From an optimization exercise on the open Yosys and OpenROAD flow, aimed at small area; shortcuts taken in it are not production practice. Where RTL was checked, it was by simulation tests only, not by an equivalence proof against the original. The RTL of runs 5 and 6 was laid out without a check of its function. Power and IR drop assume default switching activity.

===== flow/run.sh =====
#!/bin/bash
# Standard ORFS layout (unchanged synthesis, floorplan, placement, routing)
# with two changes: ports get the smallest buffer (buf_1) instead of the
# default clkdlybuf4s50_1, and the clock tree uses clkbuf_8 leaf buffers on
# smaller sink clusters without dummy loads.
set -o pipefail
export BUFFER_PORTS_ARGS="-buffer_cell sky130_fd_sc_hd__buf_1"
export CTS_ARGS="-sink_clustering_enable -repair_clock_nets -dont_use_dummy_load -buf_list sky130_fd_sc_hd__clkbuf_8 -root_buf sky130_fd_sc_hd__clkbuf_16 -sink_clustering_size 14 -sink_clustering_max_diameter 60"
bash standard.sh > standard.log 2>&1

===== standard.sh =====
#!/bin/bash
# synth_recipe.tcl (not shown) runs the flow's synth.tcl, then flattens the netlist and writes it again
# the make line also repeats each setting of config.mk as NAME=value (left out here)
make -C /OpenROAD-flow-scripts/flow DESIGN_CONFIG=/design/flow/config.mk WORK_HOME=/design/flow/orfs CLKGATE_MAP_FILE= SYNTH_SCRIPT=/design/flow/synth_recipe.tcl "${@:-finish}"

===== config.mk =====
export PLATFORM = sky130hd
export DESIGN_NAME = chol_update_top
export DESIGN_NICKNAME = chol_update_top
export VERILOG_FILES = /design/flow/design.v
export SDC_FILE = /design/flow/constraint.sdc
export NUM_CORES = 4
export LEC_CHECK = 0
export CAP_MARGIN = 20
export CORE_MARGIN = 2
export CORE_UTILIZATION = 40
export SLEW_MARGIN = 20

===== constraint.sdc =====
create_clock -name core_clock -period 12.0 [get_ports {clk}]
set_input_delay 2.4000 -clock core_clock [delete_from_list [all_inputs] [get_ports {clk}]]
set_output_delay 2.4000 -clock core_clock [all_outputs]
set_load 0.01 [all_outputs]

===== design.v =====
`default_nettype none
package chol_types_pkg;
  typedef logic signed [16-1:0] sample_t;
  typedef logic signed [32-1:0] word_t;
  typedef logic signed [2*32-1:0] wide_t;
  typedef enum logic [1:0] {
    IDLE,     
    DOT,      
    DIVIDE,   
    ROOT      
  } solve_phase_t;
endpackage
`default_nettype wire
`default_nettype none
package chol_mem_pkg;
  typedef logic [$clog2(4)-1:0] em_idx_t;
  typedef logic [$clog2((4 * (4 + 1) / 2))-1:0] tri_addr_t;
  typedef enum logic [1:0] {
    SOLVER,
    GRAM,
    READOUT
  } req_id_t;
endpackage
`default_nettype wire
`timescale 1ns/1ps
`default_nettype none
module chol_update_top (
  input  logic                    clk,
  input  logic                    rst,
  input  logic                    start,
  input  chol_mem_pkg::em_idx_t   row_k,
  input  chol_types_pkg::sample_t u_sample,
  input  chol_types_pkg::sample_t vec_sample,
  input  logic                    sample_valid,
  input  logic                    rd_req,
  input  chol_mem_pkg::em_idx_t   rd_row,
  input  chol_mem_pkg::em_idx_t   rd_col,
  output logic                    band_req,
  output chol_mem_pkg::em_idx_t   band_col,
  output logic [$clog2(8)-1:0]      band_idx,
  output chol_types_pkg::word_t   rd_data,
  output logic                    rd_valid,
  output logic                    busy,
  output logic                    done
);
  localparam logic [3:0] ST_IDLE = 4'd0,
                         ST_REQ  = 4'd1,    
                         ST_WAIT = 4'd2,    
                         ST_MAC  = 4'd3,    
                         ST_LDA  = 4'd4,    
                         ST_MUL  = 4'd5,    
                         ST_LDD  = 4'd6,    
                         ST_NEG1 = 4'd7,    
                         ST_DIV  = 4'd8,
                         ST_NEG2 = 4'd9,    
                         ST_SQI  = 4'd10,   
                         ST_SQ   = 4'd11,
                         ST_WR   = 4'd12,   
                         ST_XF   = 4'd13;   
  logic [3:0]   st;
  logic [5:0]   cnt;
  logic [1:0]   k_r, j_r, m_r;
  logic [2:0]   b_r;
  logic [1:0]   hr, hc;
  logic         neg;
  logic [319:0] ring;
  logic [31:0]  acc;
  logic [32:0]  p;
  logic [31:0]  x;
  logic         c;
  logic         mb_r;   
  logic [1:0] hr_n, hc_n;
  logic [1:0] rsel, csel;
  logic       hit;
  assign hr_n = (hc == hr) ? hr + 2'd1 : hr;
  assign hc_n = (hc == hr) ? 2'd0 : hc + 2'd1;
  assign rsel = (st == ST_LDA || st == ST_LDD) ? j_r : k_r;
  assign csel = (st == ST_LDD || st == ST_WR) ? j_r : m_r;
  assign hit  = (hr == rsel) && (hc == csel);
  assign rd_data = ring[31:0];
  logic is_mac, is_mul, is_div, is_sq, is_dsq, is_mm;
  logic zp, mbit, en, sub, abit;
  logic [32:0] a_in, xs, b_in, sum;
  logic        qbit;
  assign is_mac = (st == ST_MAC);
  assign is_mul = (st == ST_MUL);
  assign is_div = (st == ST_DIV);
  assign is_sq  = (st == ST_SQ);
  assign is_dsq = is_div || is_sq;
  assign is_mm  = is_mac || is_mul;
  assign zp   = (cnt == 6'd0);
  assign abit = acc[31] && (cnt < 6'd32);
  assign mbit = is_mac ? x[16] : mb_r;
  logic a_r, a_l;
  assign a_r = !is_dsq && !zp;   
  assign a_l =  is_dsq && !zp;   
  assign a_in = ({33{a_r}} & {p[32], p[32:1]}) | ({33{a_l}} & {p[31:0], 1'b0}) |
                {32'd0, is_dsq && abit};
  assign en   = is_dsq ? (is_div || cnt[0]) : (mbit && (cnt < (is_mac ? 6'd16 : 6'd32)));
  assign sub  = is_dsq ? (zp || !p[32]) : (cnt == (is_mac ? 6'd15 : 6'd31));
  assign xs   = ({33{is_mac}} & {{17{x[15]}}, x[15:0]}) | ({33{!is_mac}} & {x[31], x});
  assign b_in = ({33{en}} & (xs ^ {33{sub}})) | {31'd0, is_sq && en, 1'b0};
  logic [20:0] cy;
  assign cy[0] = en && sub;
  genvar gi;
  generate for (gi = 0; gi < 20; gi++) begin : g_rc
    assign sum[gi] = a_in[gi] ^ b_in[gi] ^ cy[gi];
    assign cy[gi+1] = (a_in[gi] & b_in[gi]) | (cy[gi] & (a_in[gi] ^ b_in[gi]));
  end endgenerate
  assign sum[32:20] = a_in[32:20] + b_in[32:20] + {12'd0, cy[20]};
  assign qbit = !sum[32] && !(is_sq && neg);
  logic sa, sy, scin, ss, scout;
  logic ser_first;
  always_comb begin
    sa = acc[0];
    sy = p[0];
    scin = c;
    ser_first = 1'b0;
    case (st)
      ST_MAC: begin
        ser_first = (cnt == 6'd1);
        if (b_r == 3'd0) sa = 1'b0;   
      end
      ST_MUL: begin
        ser_first = (cnt == 6'd17);
        sy = !p[0];
      end
      default: begin   
        ser_first = (cnt == 6'd0);
        sa = !acc[0];
        sy = 1'b0;
      end
    endcase
    if (ser_first) scin = (st != ST_MAC);
    ss    = sa ^ sy ^ scin;
    scout = (sa & sy) | (sa & scin) | (sy & scin);
  end
  logic mul_go;
  logic mul_ser;
  assign mul_go  = (cnt >= 6'd32) || hit;
  assign mul_ser = (cnt >= 6'd17);
  logic x_samp, x_ring, x_shl, x_q, x_en_hi, x_en_lo;
  assign x_samp  = (st == ST_WAIT) && sample_valid;
  assign x_ring  = (st == ST_LDA || st == ST_LDD) && hit;
  assign x_shl   = (st == ST_SQI) || (st == ST_XF) || (is_sq && cnt[0]);
  assign x_q     = is_sq && qbit;
  assign x_en_lo = x_samp || x_ring || x_shl;
  assign x_en_hi = x_en_lo || is_mac;
  logic ring_wr, ring_rot;
  assign ring_wr  = (st == ST_WR) && hit;
  assign ring_rot = is_mul && hit && (cnt < 6'd32);
  logic acc_ser, acc_shl;
  assign acc_ser = (is_mac && cnt != 6'd0) || (is_mul && mul_go && mul_ser) ||
                   st == ST_NEG1 || st == ST_NEG2;
  assign acc_shl = is_dsq || st == ST_XF;   
  always_ff @(posedge clk) begin
    ring <= {ring[31:0], ring[319:64],
             ({32{ring_wr}} & acc) | ({32{ring_rot}} & {ring[32], ring[63:33]}) |
             ({32{!ring_wr && !ring_rot}} & ring[63:32])};
    mb_r <= ring[64];
    if (acc_ser || acc_shl) acc <= ({32{acc_ser}} & {ss, acc[31:1]}) |
                                   ({32{acc_shl}} & {acc[30:0], is_div ? qbit : x[31]});
    if (acc_ser) c <= scout;
    if (is_mac || (is_mul && mul_go) || is_dsq) p <= sum;
    if (x_en_hi) x[31:16] <= ({16{x_samp}} & vec_sample) | ({16{x_ring}} & ring[63:48]) |
                             ({16{is_mac}} & {1'b0, x[31:17]}) | ({16{x_shl}} & x[30:15]);
    if (x_en_lo) x[15:0]  <= ({16{x_samp}} & u_sample) | ({16{x_ring}} & ring[47:32]) |
                             ({16{x_shl}} & {x[14:2], x_q, 2'b01});
    if ((st == ST_LDD && hit) || (st == ST_SQI && cnt == 6'd0)) neg <= acc[31];
  end
  assign band_req = (st == ST_REQ);
  assign band_col = j_r;
  assign band_idx = b_r;
  always_ff @(posedge clk) begin
    if (rst) begin
      st       <= ST_IDLE;
      cnt      <= '0;
      k_r      <= '0;
      j_r      <= '0;
      m_r      <= '0;
      b_r      <= '0;
      hr       <= '0;
      hc       <= '0;
      busy     <= 1'b0;
      done     <= 1'b0;
      rd_valid <= 1'b0;
    end else begin
      hr       <= hr_n;
      hc       <= hc_n;
      rd_valid <= rd_req && !rd_valid &&
                  ((rd_row == hr && rd_col == hc) || (rd_row == hc && rd_col == hr));
      done     <= 1'b0;
      if (done) busy <= 1'b0;
      cnt <= cnt + 6'd1;
      case (st)
        ST_IDLE: begin
          if (start && !busy) begin
            busy <= 1'b1;
            k_r  <= row_k;
            j_r  <= '0;
            b_r  <= '0;
            st   <= ST_REQ;
          end
        end
        ST_REQ: st <= ST_WAIT;
        ST_WAIT: begin
          cnt <= '0;
          if (sample_valid) st <= ST_MAC;
        end
        ST_MAC: begin
          if (cnt == 6'd32) begin
            b_r <= b_r + 3'd1;
            m_r <= '0;
            cnt <= '0;
            if (b_r != 3'd7) st <= ST_REQ;
            else if (j_r != 2'd0) st <= ST_LDA;
            else if (j_r == k_r) st <= ST_SQI;
            else st <= ST_LDD;
          end
        end
        ST_LDA: begin
          cnt <= '0;
          if (hit) st <= ST_MUL;
        end
        ST_MUL: begin
          if (!mul_go) cnt <= cnt;
          else if (cnt == 6'd48) begin
            cnt <= '0;
            m_r <= m_r + 2'd1;
            if (m_r + 2'd1 != j_r) st <= ST_LDA;
            else if (j_r == k_r) st <= ST_SQI;
            else st <= ST_LDD;
          end
        end
        ST_LDD: begin
          cnt <= '0;
          if (hit) st <= acc[31] ? ST_NEG1 : ST_DIV;
        end
        ST_NEG1: if (cnt == 6'd31) begin
          cnt <= '0;
          st  <= ST_DIV;
        end
        ST_DIV: if (cnt == 6'd47) begin
          cnt <= '0;
          st  <= neg ? ST_NEG2 : ST_WR;
        end
        ST_NEG2: if (cnt == 6'd31) st <= ST_WR;
        ST_SQI: if (cnt == 6'd29) begin
          cnt <= '0;
          st  <= ST_SQ;
        end
        ST_SQ: if (cnt == 6'd47) begin
          cnt <= '0;
          st  <= ST_XF;
        end
        ST_XF: if (cnt == 6'd29) st <= ST_WR;
        ST_WR: begin
          if (hit) begin
            if (j_r == k_r) begin
              done <= 1'b1;
              st   <= ST_IDLE;
            end else begin
              j_r <= j_r + 2'd1;
              b_r <= '0;
              st  <= ST_REQ;
            end
          end
        end
        default: st <= ST_IDLE;
      endcase
    end
  end
endmodule
`default_nettype wire

==> key figures, run 1 <==
Worst setup path
  – Worst EP arrival: about 12 ns
  – Startpoint types: flip-flop
  – Worst Path Required: 12.23 ns
  – Highest-delay cell along the critical path: or4b_4
  – Worst Path Class, Setup: flip-flop to flip-flop
  – Crit Path Max Fanout: 3
  – Type of destination of the critical path: flip-flop
  – Worst path max stage delay: 0.56 ns
  – Most frequent CP cell: fa_2
  – Register-to-Register Path Depth: 38

Route
  – Initial DRC Count: 858
  – Pre-Repair DR Iteration Count: 8
  – DRC violations left: 0
  – Antenna viol nets, final: 0
  – DR vias: 9296
  – Post-DR vias/cell: 5.04
  – Post-DR wirelength/cell: 17.0 um
  – Aggregate routed wire length: roughly 31000 um

Timing
  – Fmax: 0.0869 GHz
  – Worst Clk Skew: 0.0607 ns
  – Transition time of the tightest slew-check pin: 1.04 ns
  – Slew Limit Headroom: 0.307
  – Final Hold Viols: 0
  – Setup violators final: 0
  – RSZ-0062 raised after global routing: no
  – Minimum clock period: 11.50 ns
  – Hold Slack: 0.295 ns
  – Period utilization: 0.958
  – Final Slew Violations: 0

Pwr
  – Leakage: 6.49 nW
  – Overall power: 0.00373 W
  – Total power divided by cell area: 223 nW/um^2
  – Worst vdd ir: 0.123 mV

Synth
  – Synth Register Bits: 445
  – Library cells used by synthesis: 68
  – Synthesized cell area: roughly 15000 sq um
  – Synth area leaders: dfxtp_1 45%, edfxtp_1 20%, nand2_1 3.3%
  – Register area share after synthesis: 0.650
  – FFs w/ async S/R, synth: 0
  – Post-synth top flop: dfxtp_1
  – Syn_nets: roughly 1400
  – Syn Inst Count: 1266
  – Post-synth EDFFs: 99
  – Avg Inst Size Synth: about 12 sq um
  – Synth Warn #: 1
  – Cell taking the most area after synthesis: dfxtp_1
  – Share of the synthesized area in the top cell type: 0.455

Hold path
  – Hold Crit Class: flip-flop to flip-flop
  – Min-Delay Path Depth: 0

GRT
  – First-pass GRT wire length: roughly 50000 um
  – GR Util All Layers: 0.161
  – Vias in the first global route: 8906
  – Grt ovf: 0
  – Largest net degree at the start of global routing: 35
  – Initial antenna violation count: 0

Finish
  – Layout Area Growth over Synthesis: 9.91%
  – Layout cells sized above 1: 0.0966
  – Layout Cells excl Fill: 1846
  – Number of diodes: 0
  – # nets final: 1421

Clock tree
  – Skew-Pair Late Insertion Delay: between 0.5 and 0.6 ns
  – H-tree depth: 2
  – CTS Buf Count: 43
  – # clock sinks: 445
  – CTS max path bufs: 3
  – CTS tree: yes
  – CTS Hold Bufs: 0
  – Worst-path clk slew: 0.09 ns
  – Root cell of the clock tree: clkbuf_16

Die
  – Core Area: 37600 sq um
  – Die width: 199 um
  – Io pins: 84
  – Die ar.: 39700 sq um
  – Initial Util: 0.405
  – Die height: around 200 um
  – Rows: ~70

Status
  – Outcome: complete, no violations

Placed design
  – Port bufs: between 80 and 90
  – Post-DP HPWL: 22000 um
  – Cell count after placement: about 1800
  – Gpl congestion: 0.841

Run
  – Max-capacitance violation count: 0
final timing paths:
kind,from,endpoint,slack (ns)
max,st[0],x[2],0.50
min,ring[85],ring[53],0.29
max reg2reg,st[0],x[2],0.50
min reg2reg,ring[85],ring[53],0.29
timing repair:
item | CTS | global route
resized for setup | 2 | 7
endpoints found under the hold margin | 0 | 0
setup buffers | 0 | 0
pin swaps | 0 | 4
endpoints found under the setup margin | 2 | 4
per-layer routing:
| metal | vias up | global-route usage | routed length (um) |
|---|---|---|---|
| met4 | 0 | 0.0669 | 954 |
| met1 | 4476 | 0.233 | 15100 |
| met3 | 50 | 0.0299 | 1750 |
| met2 | 250 | 0.238 | 13600 |
| met5 | - | 0 | 0 |
| li1 | 4520 | - | - |
report_power, final:
| part | total [W] | switching (W) | internal [W] |
|---|---|---|---|
| Sequential | 0.00198 | 0.000133 | 0.00185 |
| Combinational | 0.000943 | 0.000586 | 0.000357 |
| Clock | 0.000806 | 0.000448 | 0.000358 |
| Total | 0.00373 | 0.00117 | 0.00257 |
metrics by stage:
stage	util	setup WS, ns	setup TNS, ns	instance area (sq um)
after floorplan	-	0.0471	0	15300
after global placement	0.428	-0.00756	-0.00756	16100
after detailed placement	0.428	-0.101	-0.113	16100
after CTS	0.445	0.0504	0	16700
after global routing	0.446	0.0380	0	16700
final	0.446	0.498	0	16700
final cells by class:
| class | count | area [sq um] |
|---|---|---|
| Clock buffer | 43 | 648 |
| Fill cell | 3464 | 20800 |
| Inverter | 39 | 146 |
| Multi-Input combinational cell | 680 | 4760 |
| Sequential cell | 445 | 9900 |
| Tap cell | 511 | 639 |
| Timing Repair Buffer | 128 | 649 |
flip-flops by register name (all words and copies together) (netlist names):
register	cells
hr	2
j_r	2
b_r	3
c	1
ring	320
st	4
busy	1
m_r	2
hc	2
acc	32
k_r	2
rd_valid	1
p	33
cnt	6
x	32
neg	1
done	1
cells in the mapped netlist, types with 16 or more instances:
cell type,number
dfxtp_1,346
inv_1,39
o21ai_0,32
a221o_1,35
a21oi_1,74
ha_1,18
a222oi_1,29
and2_1,38
nand3_1,16
a22o_1,33
buf_4,32
clkbuf_1,51
xnor2_1,34
nor2_1,68
xor2_1,26
fa_1,23
edfxtp_1,99
nand2_1,134
critical path: cells and delay by family, from the launching register on:
family	cells	cell delay [ns]
and+or+nand+nor	5	1.00
adders and majority gates	22	8.38
AOI/OAI and AO/OA	5	0.89
buffers and inverters	4	0.30
xor gates and xnor gates	2	0.35
DFF	1	0.33
cell families after synthesis:
group | share of synthesized area
DFF | 0.650
and+or+nand+nor | 0.0972
AOI/OAI and AO/OA | 0.122
buffers and inverters | 0.0438
xor gates and xnor gates | 0.0360
adders and majority gates | 0.0450
muxes | 0.00600
layout by cell type, fill, tap and decap left out, types with 6 or more instances in the layout:
cell type and count:
o21ai_0 30, edfxtp_1 99, ha_1 18, buf_1 83, a222oi_1 29, nor2b_1 6
inv_1 39, a21oi_1 74, nor3_1 12, a221o_1 35, nand3_1 16, xnor2_1 34
dfxtp_1 345, xor2_1 26, nor2_1 66, nand2_1 134, a22o_1 33, and2_1 37
nand2b_1 8, buf_4 45, mux2i_1 8, clkbuf_8 38, fa_2 18, o211ai_1 6
==> run 2: changes to the inputs <==
--- a/design.v
+++ b/design.v
@@ -100,14 +100,14 @@
   assign sub  = is_dsq ? (zp || !p[32]) : (cnt == (is_mac ? 6'd15 : 6'd31));
   assign xs   = ({33{is_mac}} & {{17{x[15]}}, x[15:0]}) | ({33{!is_mac}} & {x[31], x});
   assign b_in = ({33{en}} & (xs ^ {33{sub}})) | {31'd0, is_sq && en, 1'b0};
-  logic [20:0] cy;
+  logic [16:0] cy;
   assign cy[0] = en && sub;
   genvar gi;
-  generate for (gi = 0; gi < 20; gi++) begin : g_rc
+  generate for (gi = 0; gi < 16; gi++) begin : g_rc
     assign sum[gi] = a_in[gi] ^ b_in[gi] ^ cy[gi];
     assign cy[gi+1] = (a_in[gi] & b_in[gi]) | (cy[gi] & (a_in[gi] ^ b_in[gi]));
   end endgenerate
-  assign sum[32:20] = a_in[32:20] + b_in[32:20] + {12'd0, cy[20]};
+  assign sum[32:16] = a_in[32:16] + b_in[32:16] + {16'd0, cy[16]};
   assign qbit = !sum[32] && !(is_sq && neg);
   logic sa, sy, scin, ss, scout;
   logic ser_first;
==> run 2 against run 1 <==
Critical endpoint is now acc[0]. Area after synthesis is 1.0% higher. Final cell count is 1.5% higher. Setup slack better by 0.25 ns. Hold slack better by 0.014 ns. Non-clock buffer count is 23 lower. Still clean. Sequential share of layout area is 0.34 points higher. Synthesized cell count is 4.4% higher. Register-to-register slack better by 0.25 ns.
==> key figures, run 2 <==
Timing
  – Setup violators final: 0 (unchanged)
  – Fin Setup TNS: 0 ns (unchanged)
  – Final setup margin: 0.752 ns (+0.254 ns)
  – Period utilization: 0.937 (-0.0212)
  – RSZ-0062 raised after global routing: no
  – Slew Limit Headroom: 0.381 (+0.0745)
  – Fmax: 0.0889 GHz (+2.3%)
  – Minimum clock period: 11.25 ns (-0.254 ns)
  – Final Slew Violations: 0 (unchanged)
  – Worst Clk Skew: 0.0289 ns (-0.0317 ns)
  – Final Hold Viols: 0 (unchanged)
  – Transition time of the tightest slew-check pin: 0.928 ns (-0.109 ns)

Worst setup path
  – Crit Path Max Fanout: 27 (+24)
  – R2R Path Start: st[3]
  – Reg-to-reg endpoint: acc[0]
  – Worst Path Required: 12.23 ns (about the same)
  – Reg2Reg Setup Slack: 0.75 ns (+0.25 ns)
  – Highest-delay cell along the critical path: dfxtp_1
  – Register-to-Register Path Depth: 33 (-13%)
  – CP endpoint: acc[0]
  – Startpoint types: flip-flop
  – Worst Setup SP: st[3]
  – Worst path max stage delay: 0.50 ns (-0.06 ns)
  – Type of destination of the critical path: flip-flop
  – Worst Path Class, Setup: flip-flop to flip-flop
  – Worst EP arrival: 11.47 ns (-0.26 ns)
  – Most frequent CP cell: fa_1

Die
  – Die height: 200 um (+0.51%)
  – Die width: 200 um (+0.51%)
  – Io pins: 84 (unchanged)
  – Core Area: 37800 sq um (+0.47%)
  – Rows: 71 (unchanged)
  – Die ar.: 40100 sq um (+1.0%)
  – Initial Util: 0.408 (+0.00230)

Clock tree
  – H-tree depth: 2 (unchanged)
  – Post-cts sizing count: 0 (-2)
  – Root cell of the clock tree: clkbuf_16
  – # clock sinks: 445 (unchanged)
  – Post-CTS Setup Inserts: 0 (unchanged)
  – Worst-path clk slew: 0.09 ns (about the same)
  – CTS tree: yes
  – CTS max path bufs: 3 (unchanged)
  – CTS Buf Count: 41 (-4.7%)
  – Skew-Pair Late Insertion Delay: 0.52 ns (about the same)
  – CTS Hold Bufs: 0 (unchanged)

Synth
  – Share of the synthesized area in the top cell type: 0.450 (-0.00469)
  – Post-synth EDFFs: 99 (unchanged)
  – Most instantiated library cell after synthesis: dfxtp_1
  – Syn Inst Count: 1322 (+4.4%)
  – Synth area leaders: dfxtp_1 45%, edfxtp_1 19%, nand2_1 4.4%
  – Library cells used by synthesis: 69 (+1.5%)
  – Synth Warn #: 1 (unchanged)
  – FFs w/ async S/R, synth: 0 (unchanged)
  – Syn_nets: 1406 (+4.1%)
  – Top cells by count, synth: 346 x dfxtp_1, 179 x nand2_1, 99 x edfxtp_1
  – Cell taking the most area after synthesis: dfxtp_1
  – Synth Register Bits: 445 (unchanged)
  – Avg Inst Size Synth: 11.6 sq um (-3.2%)
  – Post-synth top flop: dfxtp_1
  – Synthesized cell area: 15400 sq um (+1.0%)
  – Register area share after synthesis: 0.643 (-0.00671)

GRT
  – GR Util All Layers: 0.160 (-0.00131)
  – Initial antenna violation count: 0 (unchanged)
  – Largest net degree at the start of global routing: 35 (unchanged)
  – Grt ovf: 0 (unchanged)
  – First-pass GRT wire length: 51400 um (+3.8%)
  – Vias in the first global route: 9343 (+4.9%)

Finish
  – Layout Area Growth over Synthesis: 8.11%
  – Fin util: 0.441 (-0.00481)
  – Layout cells sized above 1: 0.0594 (-0.0372)
  – Most common cell after layout, fill and taps aside: dfxtp_1
  – Most frequent cells in the layout: 346 x dfxtp_1, 179 x nand2_1, 99 x edfxtp_1
  – # nets final: 1449 (+2.0%)
  – Max reg flops: 320 (unchanged)
  – Top flop regs: ring x320, p x33
  – Biggest register: ring
  – Number of diodes: 0 (unchanged)

Placed design
  – Gpl congestion: 0.856 (+1.8%)
  – Post-DP HPWL: 22300 um (+1.2%)
  – Setup WS pre-CTS: 0.552 ns (+0.653 ns)
  – Port bufs: 83 (unchanged)

Route
  – Pre-Repair DR Iteration Count: 7 (-1)
  – Aggregate routed wire length: 32400 um (+3.4%)
  – DRC violations left: 0 (unchanged)
  – Antenna viol nets, final: 0 (unchanged)
  – Post-DR wirelength/cell: 17.3 um (+1.9%)
  – DR vias: 9623 (+3.5%)
  – Initial DRC Count: 892 (+4.0%)
  – Post-DR vias/cell: 5.14 (+2.0%)

Pwr
  – Worst vdd ir: 0.144 mV (+16%)
  – Switching pwr: 0.000769 W (-34%)
  – Cell Int Power: 0.00211 W (-18%)
  – Comb pwr share: 0.145 (-0.108)
  – Total power divided by cell area: 173 nW/um^2 (-22%)
  – Clock Power Share: 0.277 (+0.061)
  – Leakage: 6.47 nW (-0.25%)
  – Sequential Power Share: 0.578 (+0.046)
  – Sw Ratio: 0.267 (-0.0452)

Status
  – Outcome: complete, no violations

Hold path
  – Hold Crit Class: flip-flop to flip-flop

Run
  – Max-capacitance violation count: 0 (unchanged)
==> run 2: cell count changes after synthesis, sizes merged, moves of 9 or more <==
cell | previous run | this run
and2 | 38 | 6
nand2 | 134 | 179
nand2b | 8 | 18
xnor2 | 34 | 43
a221o | 35 | 2
a22oi | 1 | 35
nor2b | 6 | 15
==> run 2: kinds of logic (layout without fill, tap and decap cells) <==
group                      after synthesis  count (layout)  share of synthesized area
DFF                                    445             445                      0.643
xor gates and xnor gates                68              68                     0.0392
muxes                                   13              13                    0.00886
AOI/OAI and AO/OA                      267             267                      0.122
and+or+nand+nor                        342             342                     0.0996
adders and majority gates               41              41                     0.0426
buffers and inverters                  146             187                     0.0446
==> run 2: power by group through the flow <==
stage	clock [W]	sequential (W)	combinational, W
final	0.000797	0.00166	0.000418
after floorplan	0	0.00167	0.000317
after detailed placement	0	0.00170	0.000416
after global placement	0	0.00170	0.000412
after global routing	0.000886	0.00167	0.000468
after CTS	0.000831	0.00166	0.000418
==> run 2: worst min-delay path by stage <==
stage	endpoint	from	slack, ns	cells after the start
finish	ring[93]	ring[125]	0.31	0
global route	ring[34]	ring[66]	0.32	0
CTS	ring[93]	ring[125]	0.32	0
detailed placement	ring[107]	ring[139]	0.31	0
global placement	ring[48]	ring[80]	0.31	0
floorplan	ring[100]	ring[132]	0.31	0
==> run 2: area by class of cell <==
type	instances	area (sq um)
Fill cell	3557	21100
Sequential cell	445	9900
Multi-Input combinational cell	731	4850
Tap cell	511	639
Clock buffer	41	621
Timing Repair Buffer	105	477
Inverter	41	154
==> run 2: critical path, delay by kind of cell, from the launching register on <==
| family | cells | cell delay (ns) |
|---|---|---|
| adders and majority gates | 17 | 7.03 |
| AOI/OAI and AO/OA | 7 | 1.50 |
| buffers and inverters | 4 | 0.88 |
| and+or+nand+nor | 3 | 0.76 |
| DFF | 1 | 0.50 |
| xor gates and xnor gates | 2 | 0.31 |
==> run 2: per-stage QoR <==
step	hold WS, ns	instances	instance area (sq um)	total power [W]
4_1_cts	0.317	1874	16600	0.00291
2_1_floorplan	0.310	1322	15400	0.00199
5_1_grt	0.320	1874	16600	0.00303
6_report	0.309	1874	16600	0.00288
3_5_place_dp	0.312	1833	16000	0.00211
3_3_place_gp	0.310	1833	16000	0.00211
==> run 2: per-layer routing <==
layer / global-route usage / share of wire / vias to the layer above
met4: 0.0776 / 0.041 / 0
met5: 0 / 0 / -
met1: 0.212 / 0.45 / 4669
li1: - / - / 4616
met2: 0.253 / 0.46 / 258
met3: 0.0295 / 0.053 / 80
==> run 3: changes to the inputs <==
==> flow/run.sh (replaced) <==
#!/bin/bash
# Standard ORFS layout (unchanged synthesis, floorplan, placement, routing)
# with two changes: ports get the smallest buffer (buf_1) instead of the
# default clkdlybuf4s50_1, and the clock tree uses clkbuf_8 leaf buffers on
# smaller sink clusters without dummy loads.
set -o pipefail
export BUFFER_PORTS_ARGS="-buffer_cell sky130_fd_sc_hd__buf_1"
export CTS_ARGS="-sink_clustering_enable -repair_clock_nets -dont_use_dummy_load -buf_list sky130_fd_sc_hd__clkbuf_4 -root_buf sky130_fd_sc_hd__clkbuf_16 -sink_clustering_size 10 -sink_clustering_max_diameter 45"
bash standard.sh > standard.log 2>&1
==> run 3 against run 2 <==
Synthesized cell count unchanged. Register-to-register slack about the same. Maximum frequency about the same. Clock-buffer cell count increased by 17. Clock skew increased by 0.031 ns. Critical path depth decreased by 1. Largest power group unchanged. Combinational power about the same. Critical endpoint unchanged.
==> key figures, run 3 <==
Status
  – Outcome: complete, no violations

Worst setup path
  – Startpoint types: flip-flop
  – Worst EP arrival: 11.49 ns (+0.02 ns)
  – Type of destination of the critical path: flip-flop
  – Crit Path Max Fanout: 27 (unchanged)
  – Worst Path Required: 12.25 ns (+0.02 ns)
  – Worst path max stage delay: 0.62 ns (+0.12 ns)
  – Most frequent CP cell: fa_1
  – Worst Path Class, Setup: flip-flop to flip-flop
  – Highest-delay cell along the critical path: nor4bb_4

GRT
  – Vias in the first global route: 9549 (+2.2%)
  – GR Util All Layers: 0.161 (+0.000858)
  – Grt ovf: 0 (unchanged)
  – Initial antenna violation count: 0 (unchanged)
  – First-pass GRT wire length: 51800 um (+0.85%)
  – Largest net degree at the start of global routing: 35 (unchanged)

Clock tree
  – Skew-Pair Late Insertion Delay: 0.54 ns (+0.02 ns)
  – # clock sinks: 445 (unchanged)
  – H-tree depth: 2 (unchanged)
  – CTS Hold Bufs: 0 (unchanged)
  – CTS Buf Count: 58 (+41%)
  – Post-CTS Setup Inserts: 0 (unchanged)
  – Worst-path clk slew: 0.09 ns (about the same)
  – Post-cts sizing count: 0 (unchanged)
  – Root cell of the clock tree: clkbuf_16
  – CTS tree: yes
  – CTS max path bufs: 3 (unchanged)

Synth
  – Avg Inst Size Synth: 11.6 sq um (unchanged)
  – Synth Warn #: 1 (unchanged)
  – FFs w/ async S/R, synth: 0 (unchanged)
  – Syn_nets: 1406 (unchanged)
  – Top cells by count, synth: 346 x dfxtp_1, 179 x nand2_1, 99 x edfxtp_1
  – Post-synth top flop: dfxtp_1
  – Register area share after synthesis: 0.643 (unchanged)
  – Library cells used by synthesis: 69 (unchanged)
  – Complex-gate fraction of the synthesized area: 0.122 (unchanged)
  – Post-synth EDFFs: 99 (unchanged)
  – Synthesized cell area: 15400 sq um (unchanged)
  – Post-Synth XOR/XNOR Area: 0.0392 (unchanged)
  – Synth Area in Simple Gates: 0.0996 (unchanged)
  – Largest family of logic cells by synthesized area: compound AO/OA/AOI/OAI gates
  – Synth Register Bits: 445 (unchanged)
  – Most instantiated library cell after synthesis: dfxtp_1
  – Syn Inst Count: 1322 (unchanged)
  – Cell taking the most area after synthesis: dfxtp_1
  – Synth area leaders: dfxtp_1 45%, edfxtp_1 19%, nand2_1 4.4%
  – Post-synthesis adder-cell area fraction: 0.0426 (unchanged)
  – Share of the synthesized area in the top cell type: 0.450 (unchanged)
  – Mux cell area share after synthesis: 0.00886 (unchanged)

Finish
  – # nets final: 1466 (+1.2%)
  – Layout Area Growth over Synthesis: 7.48%
  – Most frequent cells in the layout: 346 x dfxtp_1, 179 x nand2_1, 99 x edfxtp_1
  – Layout cells sized above 1: 0.0710 (+0.0116)
  – Fin util: 0.438 (-0.00259)
  – Biggest register: ring
  – Top flop regs: ring x320, p x33
  – Max reg flops: 320 (unchanged)
  – Most common cell after layout, fill and taps aside: dfxtp_1
  – Number of diodes: 0 (unchanged)

Pwr
  – Leakage: 6.46 nW (-0.23%)
  – Total power divided by cell area: 170 nW/um^2 (-1.6%)
  – Worst vdd ir: 0.0989 mV (-31%)

Route
  – DR vias: 9714 (+0.95%)
  – Pre-Repair DR Iteration Count: 6 (-1)
  – Initial DRC Count: 976 (+9.4%)
  – Post-DR vias/cell: 5.14 (about the same)
  – Aggregate routed wire length: 32600 um (+0.40%)
  – DRC violations left: 0 (unchanged)
  – Post-DR wirelength/cell: 17.2 um (-0.50%)
  – Antenna viol nets, final: 0 (unchanged)

Timing
  – Worst Clk Skew: 0.0599 ns (+0.0310 ns)
  – Transition time of the tightest slew-check pin: 0.937 ns (+0.00898 ns)
  – Setup violators final: 0 (unchanged)
  – Hold Slack: 0.304 ns (-0.00471 ns)
  – Period utilization: 0.937 (about the same)
  – Fmax: 0.0890 GHz (about the same)
  – Final Slew Violations: 0 (unchanged)
  – RSZ-0062 raised after global routing: no
  – Final Hold Viols: 0 (unchanged)
  – Slew Limit Headroom: 0.375 (-0.00599)
  – Minimum clock period: 11.24 ns (-0.00572 ns)
  – Fin Setup TNS: 0 ns (unchanged)

Die
  – Core Area: 37800 sq um (unchanged)
  – Die ar.: 40100 sq um (unchanged)
  – Initial Util: 0.408 (unchanged)
  – Rows: 71 (unchanged)
  – Die height: 200 um (unchanged)
  – Die width: 200 um (unchanged)
  – Io pins: 84 (unchanged)

Placed design
  – Gpl congestion: 0.856 (unchanged)
  – Port bufs: 83 (unchanged)
  – Post-DP HPWL: 22300 um (unchanged)

Run
  – Max-capacitance violation count: 0 (unchanged)

Hold path
  – Hold Crit Class: flip-flop to flip-flop
## run 3: cell families after synthesis
kind of cell,count (synthesis)
AOI/OAI and AO/OA,267
xor gates and xnor gates,68
adders and majority gates,41
buffers and inverters,146
DFF,445
muxes,13
and+or+nand+nor,342
## run 3: path summary, 6_finish.rpt
path | start | to | slack [ns] | cells past startpoint
worst max register to register | st[1] | acc[0] | 0.76 | 32
worst max-delay path | st[1] | acc[0] | 0.76 | 32
worst min register to register | ring[99] | ring[67] | 0.30 | 0
worst min-delay path | ring[99] | ring[67] | 0.30 | 0
## run 3: per-layer routing
metal	global-route usage	wire [um]	up-vias
met2	0.253	14800	288
met5	0	0	-
met1	0.210	14600	4650
met3	0.0312	1690	100
li1	-	-	4676
met4	0.0869	1450	0
## run 3: metrics by stage
stage | worst slack, ns | cell area, sq um | std cells | total power (W)
finish | 0.758 | 16500 | 1891 | 0.00282
global route | 0.0692 | 16500 | 1891 | 0.00297
CTS | 0.542 | 16500 | 1891 | 0.00285
detailed placement | 0.552 | 16000 | 1833 | 0.00211
global placement | 0.698 | 16000 | 1833 | 0.00211
floorplan | 1.21 | 15400 | 1322 | 0.00199
## run 3: cell type report
cell class                      instances  area (sq um)
Clock buffer                           58           523
Fill cell                            3592         21200
Inverter                               41           154
Multi-Input combinational cell        731          4850
Sequential cell                       445          9900
Tap cell                              511           639
Timing Repair Buffer                  105           477
## run 3: where the power goes
group	internal (W)	total, W	switching [W]	leakage [nW]
Combinational	0.000158	0.000419	0.000261	2.46
Sequential	0.00161	0.00166	0.0000565	3.69
Clock	0.000281	0.000732	0.000452	0.305
Total	0.00205	0.00282	0.000769	6.46
## run 3: worst max-delay path: cells and delay by family, from the launching register on
kind / cells / cell delay, ns
adder cells (fa/ha/maj): 17 / 7.03
XOR/XNOR: 3 / 0.50
buffers and inverters: 3 / 0.61
AO/OA/AOI/OAI: 7 / 1.54
AND/OR/NAND/NOR: 2 / 0.75
flip-flops: 1 / 0.57
==> run 4: changes to the inputs <==
--- a/design.v
+++ b/design.v
@@ -100,14 +100,14 @@
   assign sub  = is_dsq ? (zp || !p[32]) : (cnt == (is_mac ? 6'd15 : 6'd31));
   assign xs   = ({33{is_mac}} & {{17{x[15]}}, x[15:0]}) | ({33{!is_mac}} & {x[31], x});
   assign b_in = ({33{en}} & (xs ^ {33{sub}})) | {31'd0, is_sq && en, 1'b0};
-  logic [16:0] cy;
+  logic [20:0] cy;
   assign cy[0] = en && sub;
   genvar gi;
-  generate for (gi = 0; gi < 16; gi++) begin : g_rc
+  generate for (gi = 0; gi < 20; gi++) begin : g_rc
     assign sum[gi] = a_in[gi] ^ b_in[gi] ^ cy[gi];
     assign cy[gi+1] = (a_in[gi] & b_in[gi]) | (cy[gi] & (a_in[gi] ^ b_in[gi]));
   end endgenerate
-  assign sum[32:16] = a_in[32:16] + b_in[32:16] + {16'd0, cy[16]};
+  assign sum[32:20] = a_in[32:20] + b_in[32:20] + {12'd0, cy[20]};
   assign qbit = !sum[32] && !(is_sq && neg);
   logic sa, sy, scin, ss, scout;
   logic ser_first;
==> run 4 against run 3 <==
Hold slack worse by 0.0056 ns. Sequential power is 19% higher. Maximum frequency decreased by 2.5%. Synthesized cell count down 4.2%. Final area rose by 0.45%. Global-route usage grew 0.066 points. First-iteration DRC count fell by 8.2%. Clock-buffer cell count did not move. Sequential share of layout area shrank 0.26 points.
==> key figures, run 4 <==
Status
  – Outcome: complete, no violations

Finish
  – Top flop regs: ring x320, p x33
  – Fin area: 16600 sq um (+0.45%)
  – Layout Area Growth over Synthesis: 9.09%
  – Fin util: 0.442 (+0.00407)
  – Biggest register: ring
  – Max reg flops: 320 (unchanged)
  – Most common cell after layout, fill and taps aside: dfxtp_1
  – Most frequent cells in the layout: 345 x dfxtp_1, 134 x nand2_1, 99 x edfxtp_1
  – Layout Cells excl Fill: 1861 (-1.6%)
  – Layout cells sized above 1: 0.107 (+0.0364)
  – # nets final: 1436 (-2.0%)
  – FF/Latch Area: 9900 sq um (about the same)
  – Number of diodes: 0 (unchanged)
  – Multi-input gate area: 4760 sq um (-1.9%)
  – FILL cells: 3478 (-3.2%)

Worst setup path
  – Worst Path Class, Setup: flip-flop to flip-flop
  – R2R Path Start: st[3]
  – Reg2Reg Setup Slack: 0.47 ns (-0.29 ns)
  – Worst Path Required: 12.22 ns (-0.03 ns)
  – Highest-delay cell along the critical path: or4b_4
  – Reg-to-reg endpoint: x[2]
  – Worst path max stage delay: 0.50 ns (-0.12 ns)
  – Type of destination of the critical path: flip-flop
  – Crit Path Max Fanout: 5 (-81%)
  – Startpoint types: flip-flop
  – Most frequent CP cell: fa_2
  – Worst EP arrival: 11.76 ns (+0.27 ns)
  – Register-to-Register Path Depth: 38 (+19%)

Synth
  – Top cells by count, synth: 346 x dfxtp_1, 134 x nand2_1, 99 x edfxtp_1
  – Synth area leaders: dfxtp_1 45%, edfxtp_1 20%, nand2_1 3.3%
  – FFs w/ async S/R, synth: 0 (unchanged)
  – Most instantiated library cell after synthesis: dfxtp_1
  – Synth Register Bits: 445 (unchanged)
  – Avg Inst Size Synth: 12.0 sq um (+3.3%)
  – Cell taking the most area after synthesis: dfxtp_1
  – Post-synth top flop: dfxtp_1
  – Library cells used by synthesis: 68 (-1.4%)
  – Syn_nets: 1350 (-4.0%)
  – Register area share after synthesis: 0.650 (+0.00671)
  – Share of the synthesized area in the top cell type: 0.455 (+0.00469)
  – Synthesized cell area: 15200 sq um (-1.0%)
  – Post-synth EDFFs: 99 (unchanged)
  – Syn Inst Count: 1266 (-4.2%)
  – Synth Warn #: 1 (unchanged)

Route
  – Pre-Repair DR Iteration Count: 8 (+2)
  – Aggregate routed wire length: 31300 um (-3.8%)
  – Post-DR wirelength/cell: 16.8 um (-2.3%)
  – Antenna viol nets, final: 0 (unchanged)
  – DR vias: 9400 (-3.2%)
  – Initial DRC Count: 896 (-8.2%)
  – Post-DR vias/cell: 5.05 (-1.7%)
  – DRC violations left: 0 (unchanged)

GRT
  – GR Util All Layers: 0.162 (+0.000656)
  – Largest net degree at the start of global routing: 35 (unchanged)
  – Vias in the first global route: 8961 (-6.2%)
  – First-pass GRT wire length: 49600 um (-4.3%)
  – Initial antenna violation count: 1 (+1)
  – Grt ovf: 0 (unchanged)

Die
  – Initial Util: 0.405 (-0.00230)
  – Die height: 199 um (-0.51%)
  – Io pins: 84 (unchanged)
  – Rows: 71 (unchanged)
  – Core Area: 37600 sq um (-0.47%)
  – Die ar.: 39700 sq um (-1.0%)
  – Die width: 199 um (-0.51%)

Placed design
  – Port bufs: 83 (unchanged)
  – Cell Area, Placed: 16100 sq um (+0.38%)
  – Cell count after placement: 1803 (-1.6%)
  – Post-DP HPWL: 22000 um (-1.2%)
  – Gpl congestion: 0.841 (-1.7%)

Hold path
  – Hold Crit Class: flip-flop to flip-flop
  – Min-delay src: ring[126]
  – Min-Delay Path Depth: 0 (unchanged)
  – Sink of the worst hold path: ring[94]

Timing
  – Fin Setup TNS: 0 ns (unchanged)
  – Setup violators final: 0 (unchanged)
  – Period utilization: 0.961 (+0.0242)
  – Slew Limit Headroom: 0.282 (-0.0934)
  – Transition time of the tightest slew-check pin: 1.07 ns (+0.137 ns)
  – Minimum clock period: 11.53 ns (+0.290 ns)
  – Fmax: 0.0867 GHz (-2.5%)
  – Final Hold Viols: 0 (unchanged)
  – Final Slew Violations: 0 (unchanged)
  – Worst Clk Skew: 0.0774 ns (+0.0175 ns)
  – RSZ-0062 raised after global routing: no

Pwr
  – Leakage: 6.45 nW (about the same)
  – Worst vdd ir: 0.120 mV (+21%)
  – Total power divided by cell area: 220 nW/um^2 (+29%)

Run
  – Max-capacitance violation count: 0 (unchanged)

Clock tree
  – # clock sinks: 445 (unchanged)
  – H-tree depth: 2 (unchanged)
  – CTS Buf Count: 58 (unchanged)
  – CTS Hold Bufs: 0 (unchanged)
  – Root cell of the clock tree: clkbuf_16
  – Worst-path clk slew: 0.10 ns (about the same)
  – CTS max path bufs: 3 (unchanged)
  – CTS tree: yes
  – Skew-Pair Late Insertion Delay: 0.54 ns (about the same)
run 4: cell count changes in the layout (fill, tap and decap cells not counted), sizes merged, moves of 7 or more:
cell    delta
nand4      -7
nand2     -45
a21oi      -7
xnor2      -9
nand2b    -10
a22oi     -34
a221o     +33
nor2b      -9
and2      +32
buf       +23
run 4: metal layers:
layer  wire [um]  vias up  GRT usage
met5          13        -          0
met4         964        2     0.0630
met3        2070       63     0.0349
met2       13500      285      0.238
met1       14800     4475      0.232
li1            -     4575          -
run 4: kinds of logic after synthesis:
family / Yosys count / share of synthesized area
xor gates and xnor gates: 61 / 0.0360
and+or+nand+nor: 316 / 0.0972
buffers and inverters: 141 / 0.0438
muxes: 9 / 0.00600
DFF: 445 / 0.650
AOI/OAI and AO/OA: 253 / 0.122
adders and majority gates: 41 / 0.0450
run 4: power breakdown:
part	internal (W)	switching [W]	total, W
Clock	0.000280	0.000443	0.000723
Sequential	0.00185	0.000132	0.00198
Combinational	0.000357	0.000586	0.000943
Total	0.00249	0.00116	0.00365
run 4: metrics by stage:
stage	hold slack, ns	setup slack (ns)	total power [W]
final	0.298	0.468	0.00365
after global routing	0.303	0.0153	0.00389
after global placement	0.310	-0.00756	0.00294
after detailed placement	0.312	-0.101	0.00295
after CTS	0.299	0.0286	0.00369
after floorplan	0.310	0.0471	0.00265
run 4: how the worst max path moves through the flow:
stage | startpoint | end | slack, ns
after floorplan | st[0] | x[2] | 0.05
after detailed placement | st[3] | acc[0] | -0.10
after CTS | cnt[0] | x[2] | 0.03
final | st[3] | x[2] | 0.47
after global routing | cnt[0] | x[2] | 0.02
after global placement | st[3] | acc[0] | -0.008
run 4: worst max-delay path, delay by kind of cell (launching register included):
family | cells | cell delay (ns)
flops | 1 | 0.39
buf+inv | 4 | 0.30
xor+xnor | 2 | 0.36
compound gates | 5 | 0.90
fa+ha+maj | 22 | 8.38
simple gates | 5 | 0.95
run 4: cell type report:
type                            instances  share of cell area
Multi-Input combinational cell        680               0.287
Timing Repair Buffer                  128              0.0391
Clock buffer                           58              0.0315
Tap cell                              511              0.0385
Sequential cell                       445               0.596
Inverter                               39             0.00881
run 4: timing repair:
item                       4_1_cts  5_1_grt
setup buffers                    0        0
gates resized for setup          2        7
setup endpoints to repair        2        4
pin swaps                        0        4
==> run 5: changes to the inputs <==
--- a/design.v
+++ b/design.v
@@ -100,14 +100,14 @@
   assign sub  = is_dsq ? (zp || !p[32]) : (cnt == (is_mac ? 6'd15 : 6'd31));
   assign xs   = ({33{is_mac}} & {{17{x[15]}}, x[15:0]}) | ({33{!is_mac}} & {x[31], x});
   assign b_in = ({33{en}} & (xs ^ {33{sub}})) | {31'd0, is_sq && en, 1'b0};
-  logic [20:0] cy;
+  logic [12:0] cy;
   assign cy[0] = en && sub;
   genvar gi;
-  generate for (gi = 0; gi < 20; gi++) begin : g_rc
+  generate for (gi = 0; gi < 12; gi++) begin : g_rc
     assign sum[gi] = a_in[gi] ^ b_in[gi] ^ cy[gi];
     assign cy[gi+1] = (a_in[gi] & b_in[gi]) | (cy[gi] & (a_in[gi] ^ b_in[gi]));
   end endgenerate
-  assign sum[32:20] = a_in[32:20] + b_in[32:20] + {12'd0, cy[20]};
+  assign sum[32:12] = a_in[32:12] + b_in[32:12] + {20'd0, cy[12]};
   assign qbit = !sum[32] && !(is_sq && neg);
   logic sa, sy, scin, ss, scout;
   logic ser_first;
==> run 5 against run 4 <==
Clock-buffer cell count is 2 lower. Global-route usage is 0.20 points lower. Die area increased by 2.7%. Critical endpoint is now p[30]. Synthesized cell count grew 4.4%. Clock skew is 0.0068 ns lower. Sequential power grew 3%. Via count is 4.1% higher. Critical path depth shrank 10. Utilization is 0.89 points lower. Final cell count grew 1.7%.
==> key figures, run 5 <==
Finish
  – Layout Cells excl Fill: 1893 (+1.7%)
  – Most common cell after layout, fill and taps aside: dfxtp_1
  – Layout Area Growth over Synthesis: 6.99%
  – # nets final: 1460 (+1.7%)
  – Biggest register: ring
  – Top flop regs: ring x320, p x33
  – FILL cells: 3654 (+5.1%)
  – Max reg flops: 320 (unchanged)
  – Layout cells sized above 1: 0.0684 (-0.0390)
  – Most frequent cells in the layout: 346 x dfxtp_1, 118 x nand2_1, 99 x edfxtp_1

GRT
  – GR Util All Layers: 0.160 (-0.00199)
  – Grt ovf: 0 (unchanged)
  – First-pass GRT wire length: 51300 um (+3.4%)
  – Vias in the first global route: 9248 (+3.2%)
  – Largest net degree at the start of global routing: 39 (+11%)
  – Initial antenna violation count: 1 (unchanged)

Pwr
  – Cell Int Power: 0.00251 W (+0.83%)
  – Switching pwr: 0.00125 W (+7.4%)
  – Leakage: 6.70 nW (+3.8%)
  – Worst vdd ir: 0.126 mV (+4.9%)
  – Comb pwr share: 0.270 (+0.012)
  – Total power divided by cell area: 224 nW/um^2 (+2.1%)
  – Overall power: 0.00376 W (+2.9%)
  – Sequential Power Share: 0.540 (-0.003)
  – Clock Power Share: 0.191 (-0.007)
  – Sw Ratio: 0.332 (+0.0138)

Worst setup path
  – Worst Path Class, Setup: flip-flop to flip-flop
  – Worst path max stage delay: 0.84 ns (+0.34 ns)
  – Worst Setup SP: st[3]
  – Worst Path Required: 12.27 ns (+0.05 ns)
  – Highest-delay cell along the critical path: dfxtp_1
  – Crit Path Max Fanout: 23 (+18)
  – Most frequent CP cell: fa_1
  – Worst EP arrival: 11.08 ns (-0.68 ns)
  – Type of destination of the critical path: flip-flop
  – R2R Path Start: st[3]
  – Startpoint types: flip-flop

Synth
  – Avg Inst Size Synth: 11.8 sq um (-1.6%)
  – Top cells by count, synth: 346 x dfxtp_1, 118 x nand2_1, 99 x edfxtp_1
  – FFs w/ async S/R, synth: 0 (unchanged)
  – Library cells used by synthesis: 71 (+4.4%)
  – Cell taking the most area after synthesis: dfxtp_1
  – Synth Warn #: 1 (unchanged)
  – Syn_nets: 1406 (+4.1%)
  – Syn Inst Count: 1322 (+4.4%)
  – Most instantiated library cell after synthesis: dfxtp_1
  – Register area share after synthesis: 0.632 (-0.0173)
  – Post-synth top flop: dfxtp_1
  – Synthesized cell area: 15700 sq um (+2.7%)
  – Post-synth EDFFs: 99 (unchanged)
  – Synth Register Bits: 445 (unchanged)
  – Synth area leaders: dfxtp_1 44%, edfxtp_1 19%, a22o_1 3.7%
  – Share of the synthesized area in the top cell type: 0.442 (-0.0121)

Timing
  – Fmax: 0.0925 GHz (+6.6%)
  – Worst Clk Skew: 0.0706 ns (-0.00683 ns)
  – Slew Limit Headroom: 0.388 (+0.106)
  – Minimum clock period: 10.82 ns (-0.716 ns)
  – Final Slew Violations: 0 (unchanged)
  – Final setup margin: 1.18 ns (+0.716 ns)
  – Hold Slack: 0.298 ns (-0.000391 ns)
  – Transition time of the tightest slew-check pin: 0.912 ns (-0.163 ns)
  – Setup violators final: 0 (unchanged)
  – Final Hold Viols: 0 (unchanged)
  – Fin Setup TNS: 0 ns (unchanged)
  – Period utilization: 0.901 (-0.0596)
  – RSZ-0062 raised after global routing: no

Route
  – DRC violations left: 0 (unchanged)
  – Antenna viol nets, final: 0 (unchanged)
  – Initial DRC Count: 819 (-8.6%)
  – Pre-Repair DR Iteration Count: 5 (-3)
  – Post-DR wirelength/cell: 17.3 um (+2.9%)
  – DR vias: 9783 (+4.1%)
  – Post-DR vias/cell: 5.17 (+2.3%)
  – Aggregate routed wire length: 32800 um (+4.7%)

Hold path
  – Min-delay src: ring[93]
  – Hold Crit Class: flip-flop to flip-flop

Clock tree
  – # clock sinks: 445 (unchanged)
  – CTS Buf Count: 56 (-3.4%)
  – CTS tree: yes
  – Root cell of the clock tree: clkbuf_16
  – Worst-path clk slew: 0.12 ns (+0.02 ns)
  – CTS Hold Bufs: 0 (unchanged)
  – Skew-Pair Late Insertion Delay: 0.53 ns (about the same)
  – H-tree depth: 2 (unchanged)
  – Post-CTS Setup Inserts: 0 (unchanged)
  – CTS max path bufs: 3 (unchanged)
  – Post-cts sizing count: 0 (-2)

Run
  – Max-capacitance violation count: 0 (unchanged)

Die
  – Die width: 202 um (+1.3%)
  – Core Area: 38600 sq um (+2.8%)
  – Initial Util: 0.405 (-0.000410)
  – Io pins: 84 (unchanged)
  – Die height: 202 um (+1.3%)
  – Die ar.: 40700 sq um (+2.7%)
  – Rows: 72 (+1.4%)

Placed design
  – Setup WS pre-CTS: 1.25 ns (+1.35 ns)
  – Port bufs: 83 (unchanged)
  – Post-DP HPWL: 22800 um (+3.7%)
  – Cell count after placement: 1836 (+1.8%)
  – Gpl congestion: 0.836 (-0.51%)

Status
  – Outcome: complete, no violations
[run 5: cell count changes after synthesis, moves of 7 or more]
cell     previous run  this run
a22o_1             33        67
o22ai_1             1         8
a21oi_1            74        83
and2_1             38         2
a21o_1              3        40
a221o_1            35         2
fa_1               23        15
nand2_1           134       118
ha_1               18        26
[run 5: path summary, 6_finish.rpt]
path | to | slack (ns) | cells after the start
setup reg to reg | p[30] | 1.18 | 28
hold reg to reg | ring[61] | 0.30 | 0
hold / removal | ring[61] | 0.30 | 0
setup / recovery | p[30] | 1.18 | 28
[run 5: final cells by class]
| type | count | area [sq um] | area share |
|---|---|---|---|
| diodes | 1 | 2.50 | 0.000149 |
| clock buffers | 56 | 508 | 0.0303 |
| inverters | 41 | 154 | 0.00919 |
| multi-input cells | 730 | 5080 | 0.303 |
| flip-flops and latches | 445 | 9900 | 0.591 |
| well taps | 518 | 648 | 0.0387 |
| repair buffers | 102 | 454 | 0.0271 |
[run 5: cells by family (layout without fill, tap and decap cells)]
kind of cell / count (synthesis) / after routing / share of synthesized area
other cells: 0 / 1 / 0
mux: 9 / 9 / 0.00599
buf+inv: 147 / 199 / 0.0456
xor+xnor: 67 / 67 / 0.0375
simple gates: 283 / 283 / 0.0855
fa+ha+maj: 41 / 41 / 0.0400
flops: 445 / 445 / 0.632
compound gates: 330 / 330 / 0.153
[run 5: critical path, delay by kind of cell (launching register included)]
| family | cells | cell delay (ns) |
|---|---|---|
| adders and majority gates | 14 | 6.17 |
| AOI/OAI and AO/OA | 7 | 2.04 |
| and+or+nand+nor | 3 | 0.97 |
| DFF | 1 | 0.84 |
| buffers and inverters | 3 | 0.38 |
| xor gates and xnor gates | 1 | 0.17 |
[run 5: through the flow]
step / area, sq um / util
global route: 16700 / 0.433
finish: 16700 / 0.433
global placement: 16200 / 0.420
CTS: 16700 / 0.433
detailed placement: 16200 / 0.420
floorplan: 15700 / -
[run 5: power by group through the flow]
stage                     registers, W  logic (W)  clock network [W]
after global placement         0.00205   0.000993                  0
final                          0.00203    0.00101           0.000716
after floorplan                0.00198   0.000788                  0
after CTS                      0.00203    0.00101           0.000754
after detailed placement       0.00206    0.00101                  0
after global routing           0.00206    0.00112           0.000813
[run 5: per-layer routing]
metal,share of wire,global-route usage,vias up
met5,0,0,-
met4,0.026,0.0617,0
met3,0.060,0.0300,57
met2,0.45,0.243,272
met1,0.47,0.226,4675
li1,-,-,4779
==> run 6: changes to the inputs <==
--- a/design.v
+++ b/design.v
@@ -100,14 +100,14 @@
   assign sub  = is_dsq ? (zp || !p[32]) : (cnt == (is_mac ? 6'd15 : 6'd31));
   assign xs   = ({33{is_mac}} & {{17{x[15]}}, x[15:0]}) | ({33{!is_mac}} & {x[31], x});
   assign b_in = ({33{en}} & (xs ^ {33{sub}})) | {31'd0, is_sq && en, 1'b0};
-  logic [12:0] cy;
+  logic [18:0] cy;
   assign cy[0] = en && sub;
   genvar gi;
-  generate for (gi = 0; gi < 12; gi++) begin : g_rc
+  generate for (gi = 0; gi < 18; gi++) begin : g_rc
     assign sum[gi] = a_in[gi] ^ b_in[gi] ^ cy[gi];
     assign cy[gi+1] = (a_in[gi] & b_in[gi]) | (cy[gi] & (a_in[gi] ^ b_in[gi]));
   end endgenerate
-  assign sum[32:12] = a_in[32:12] + b_in[32:12] + {20'd0, cy[12]};
+  assign sum[32:18] = a_in[32:18] + b_in[32:18] + {14'd0, cy[18]};
   assign qbit = !sum[32] && !(is_sq && neg);
   logic sa, sy, scin, ss, scout;
   logic ser_first;
==> flow/run.sh (replaced) <==
#!/bin/bash
# Standard ORFS layout (unchanged synthesis, floorplan, placement, routing)
# with two changes: ports get the smallest buffer (buf_1) instead of the
# default clkdlybuf4s50_1, and the clock tree uses clkbuf_4 leaf buffers on
# small sink clusters under a clkbuf_16 root, without dummy loads.
set -o pipefail
export BUFFER_PORTS_ARGS="-buffer_cell sky130_fd_sc_hd__buf_1"
export CTS_ARGS="-sink_clustering_enable -repair_clock_nets -dont_use_dummy_load -buf_list sky130_fd_sc_hd__clkbuf_4 -root_buf sky130_fd_sc_hd__clkbuf_16 -sink_clustering_size 10 -sink_clustering_max_diameter 45"
bash standard.sh > standard.log 2>&1
==> run 6 against run 5 <==
Final cell count grew 2.2%. Combinational power is essentially flat. Critical path depth grew 7. Final area grew 0.35%. Die area shrank 1.3%. Highest routed layer unchanged.
==> key figures, run 6 <==
Synth
  – Top cells by count, synth: 346 x dfxtp_1, 214 x nand2_1, 99 x edfxtp_1
  – Register area share after synthesis: 0.641 (+0.00861)
  – Synth Warn #: 1 (unchanged)
  – Library cells used by synthesis: 77 (+8.5%)
  – Synth area leaders: dfxtp_1 45%, edfxtp_1 19%, nand2_1 5.2%
  – Cell taking the most area after synthesis: dfxtp_1
  – Syn Inst Count: 1339 (+1.3%)
  – FFs w/ async S/R, synth: 0 (unchanged)
  – Share of the synthesized area in the top cell type: 0.449 (+0.00602)
  – Synth Register Bits: 445 (unchanged)
  – Post-synth EDFFs: 99 (unchanged)
  – Syn_nets: 1423 (+1.2%)
  – Avg Inst Size Synth: 11.5 sq um (-2.6%)
  – Synthesized cell area: 15400 sq um (-1.3%)
  – Post-synth top flop: dfxtp_1
  – Most instantiated library cell after synthesis: dfxtp_1

Worst setup path
  – Highest-delay cell along the critical path: fa_1
  – Worst EP arrival: 11.76 ns (+0.68 ns)
  – Startpoint types: flip-flop
  – Worst Path Required: 12.27 ns (about the same)
  – Crit Path Max Fanout: 5 (-78%)
  – Worst Path Class, Setup: flip-flop to flip-flop
  – Reg2Reg Setup Slack: 0.51 ns (-0.68 ns)
  – Most frequent CP cell: fa_1
  – Worst path max stage delay: 0.47 ns (-0.37 ns)
  – Type of destination of the critical path: flip-flop

Route
  – DR vias: 9743 (-0.41%)
  – Antenna viol nets, final: 0 (unchanged)
  – Aggregate routed wire length: 32700 um (-0.29%)
  – Post-DR wirelength/cell: 16.9 um (-2.4%)
  – Initial DRC Count: 813 (-0.73%)
  – Post-DR vias/cell: 5.04 (-2.5%)
  – Pre-Repair DR Iteration Count: 6 (+1)
  – DRC violations left: 0 (unchanged)

Clock tree
  – CTS Buf Count: 56 (unchanged)
  – CTS max path bufs: 3 (unchanged)
  – H-tree depth: 2 (unchanged)
  – Worst-path clk slew: 0.09 ns (-0.03 ns)
  – Root cell of the clock tree: clkbuf_16
  – CTS tree: yes
  – Skew-Pair Late Insertion Delay: 0.53 ns (about the same)
  – # clock sinks: 445 (unchanged)

Timing
  – Minimum clock period: 11.49 ns (+0.676 ns)
  – Transition time of the tightest slew-check pin: 0.918 ns (+0.00586 ns)
  – Final Slew Violations: 0 (unchanged)
  – Final setup margin: 0.508 ns (-0.676 ns)
  – RSZ-0062 raised after global routing: no
  – Setup violators final: 0 (unchanged)
  – Fmax: 0.0870 GHz (-5.9%)
  – Period utilization: 0.958 (+0.0563)
  – Fin Setup TNS: 0 ns (unchanged)
  – Final Hold Viols: 0 (unchanged)
  – Slew Limit Headroom: 0.388 (+0.000460)
  – Worst Clk Skew: 0.0647 ns (-0.00589 ns)

Hold path
  – Hold Crit Class: flip-flop to flip-flop

Run
  – Max-capacitance violation count: 0 (unchanged)

Finish
  – Layout cells sized above 1: 0.0963 (+0.0279)
  – Top flop regs: ring x320, p x33
  – # nets final: 1508 (+3.3%)
  – Max reg flops: 320 (unchanged)
  – FILL cells: 3647 (-0.19%)
  – Biggest register: ring
  – Most frequent cells in the layout: 345 x dfxtp_1, 214 x nand2_1, 99 x edfxtp_1
  – Most common cell after layout, fill and taps aside: dfxtp_1
  – Layout Area Growth over Synthesis: 8.83%

Placed design
  – Setup WS pre-CTS: -0.100 ns (-1.35 ns)
  – Gpl congestion: 0.862 (+3.1%)
  – Port bufs: 83 (unchanged)
  – Post-DP HPWL: 22800 um (about the same)

Die
  – Initial Util: 0.408 (+0.00304)
  – Die height: 200 um (-0.66%)
  – Die width: 200 um (-0.66%)
  – Die ar.: 40200 sq um (-1.3%)
  – Io pins: 84 (unchanged)
  – Rows: 71 (-1.4%)
  – Core Area: 37800 sq um (-2.1%)

Pwr
  – Leakage: 6.61 nW (-1.3%)
  – Worst vdd ir: 0.0977 mV (-22%)
  – Total power divided by cell area: 220 nW/um^2 (-2.0%)

Status
  – Outcome: complete, no violations

GRT
  – GR Util All Layers: 0.163 (+0.00310)
  – Grt ovf: 0 (unchanged)
  – Initial antenna violation count: 1 (unchanged)
  – Largest net degree at the start of global routing: 38 (-2.6%)
  – First-pass GRT wire length: 52300 um (+2.0%)
  – Vias in the first global route: 9452 (+2.2%)
==> run 6: routing by layer <==
metal | share of wire | wire [um] | global-route usage | vias to the layer above
met5 | 0 | 0 | 0 | -
met4 | 0.031 | 1010 | 0.0611 | 0
met3 | 0.055 | 1790 | 0.0297 | 64
met2 | 0.46 | 15000 | 0.257 | 259
met1 | 0.46 | 14900 | 0.224 | 4654
li1 | - | - | - | 4766
==> run 6: worst paths after layout <==
path	endpoint	cells past startpoint	start
worst min-delay path	ring[253]	0	ring[285]
worst max register to register	p[30]	35	st[1]
worst min register to register	ring[253]	0	ring[285]
worst max-delay path	p[30]	35	st[1]
==> run 6: cells by family (layout without fill, tap and decap cells) <==
group / after synthesis / in the layout / share of synthesized area
XOR/XNOR: 67 / 67 / 0.0390
other: 0 / 1 / 0
multiplexers: 10 / 10 / 0.00697
AND/OR/NAND/NOR: 396 / 396 / 0.115
buffers and inverters: 140 / 223 / 0.0444
adder cells (fa/ha/maj): 41 / 41 / 0.0434
AO/OA/AOI/OAI: 240 / 240 / 0.110
flip-flops: 445 / 445 / 0.641
==> run 6: worst max-delay path, delay by kind of cell, from the launching register on <==
family                     cells  cell delay [ns]
adders and majority gates     20             8.36
DFF                            1             0.42
muxes                          1             0.31
buffers and inverters          5             0.47
AOI/OAI and AO/OA              6             1.18
and+or+nand+nor                2             0.43
xor gates and xnor gates       1             0.08
==> run 6: layout make-up <==
| class | count | area [sq um] | share of cell area |
|---|---|---|---|
| sequential | 445 | 9900 | 0.589 |
| clock buffer | 56 | 508 | 0.0302 |
| timing repair buffer | 130 | 664 | 0.0395 |
| inverter | 37 | 139 | 0.00826 |
| tap | 511 | 639 | 0.0380 |
| antenna | 1 | 2.50 | 0.000149 |
| multi-input combinational | 754 | 4950 | 0.295 |
==> run 6: power by group <==
group          switching [W]  total [W]  internal (W)
registers           0.000140    0.00199       0.00185
logic               0.000621   0.000986      0.000365
clock network       0.000445   0.000718      0.000273
total                0.00121    0.00369       0.00249
==> run 6: stage by stage <==
| step | hold WS, ns | total power (W) | cells | utilization | cell area, sq um |
|---|---|---|---|---|---|
| 6_report | 0.284 | 0.00369 | 1934 | 0.444 | 16800 |
| 5_1_grt | 0.281 | 0.00394 | 1934 | 0.444 | 16800 |
| 4_1_cts | 0.291 | 0.00373 | 1931 | 0.443 | 16800 |
| 3_5_place_dp | 0.312 | 0.00300 | 1875 | 0.429 | 16200 |
| 3_3_place_gp | 0.310 | 0.00297 | 1875 | 0.429 | 16200 |
| 2_1_floorplan | 0.310 | 0.00269 | 1339 | - | 15400 |
==> run 6: timing repair <==
item	4_1_cts	5_1_grt
buffers inserted	0	2
setup endpoints to repair	3	6
hold buffers	0	0
resized for setup	4	13
pin swaps	0	4

[static timing again, ports no longer ideal]
No port has a modelled driver above. Below, the same layouts with a new extraction and two added sets of constraints. Step 1 sets driving cells, clkbuf_16 on the clock port and buf_2 on the other inputs (assumed; they add their load-dependent delay and slew). Step 2 times the ports against the registers' clock, not the clock port: input delays grow and output delays shrink by t, the midpoint of the rising clock arrivals with the driver on. Three values: no drivers, after step 1, after step 2; two values: the first two.
run	shift t [ns]	slack for setup (ns)	worst setup path at the end	pins driven straight from the clock port
run 1	0.535	0.498 / 0.498 / 0.498	register to register	1
run 2	0.553	0.752 / 0.752 / 0.752	register to register	1
run 3	0.557	0.758 / 0.758 / 0.758	register to register	1
run 4	0.550	0.468 / 0.468 / 0.468	register to register	1
run 5	0.549	1.184 / 1.184 / 1.184	register to register	1
run 6	0.546	0.508 / 0.508 / 0.508	register to register	1
After both steps every run listed still meets setup and hold.
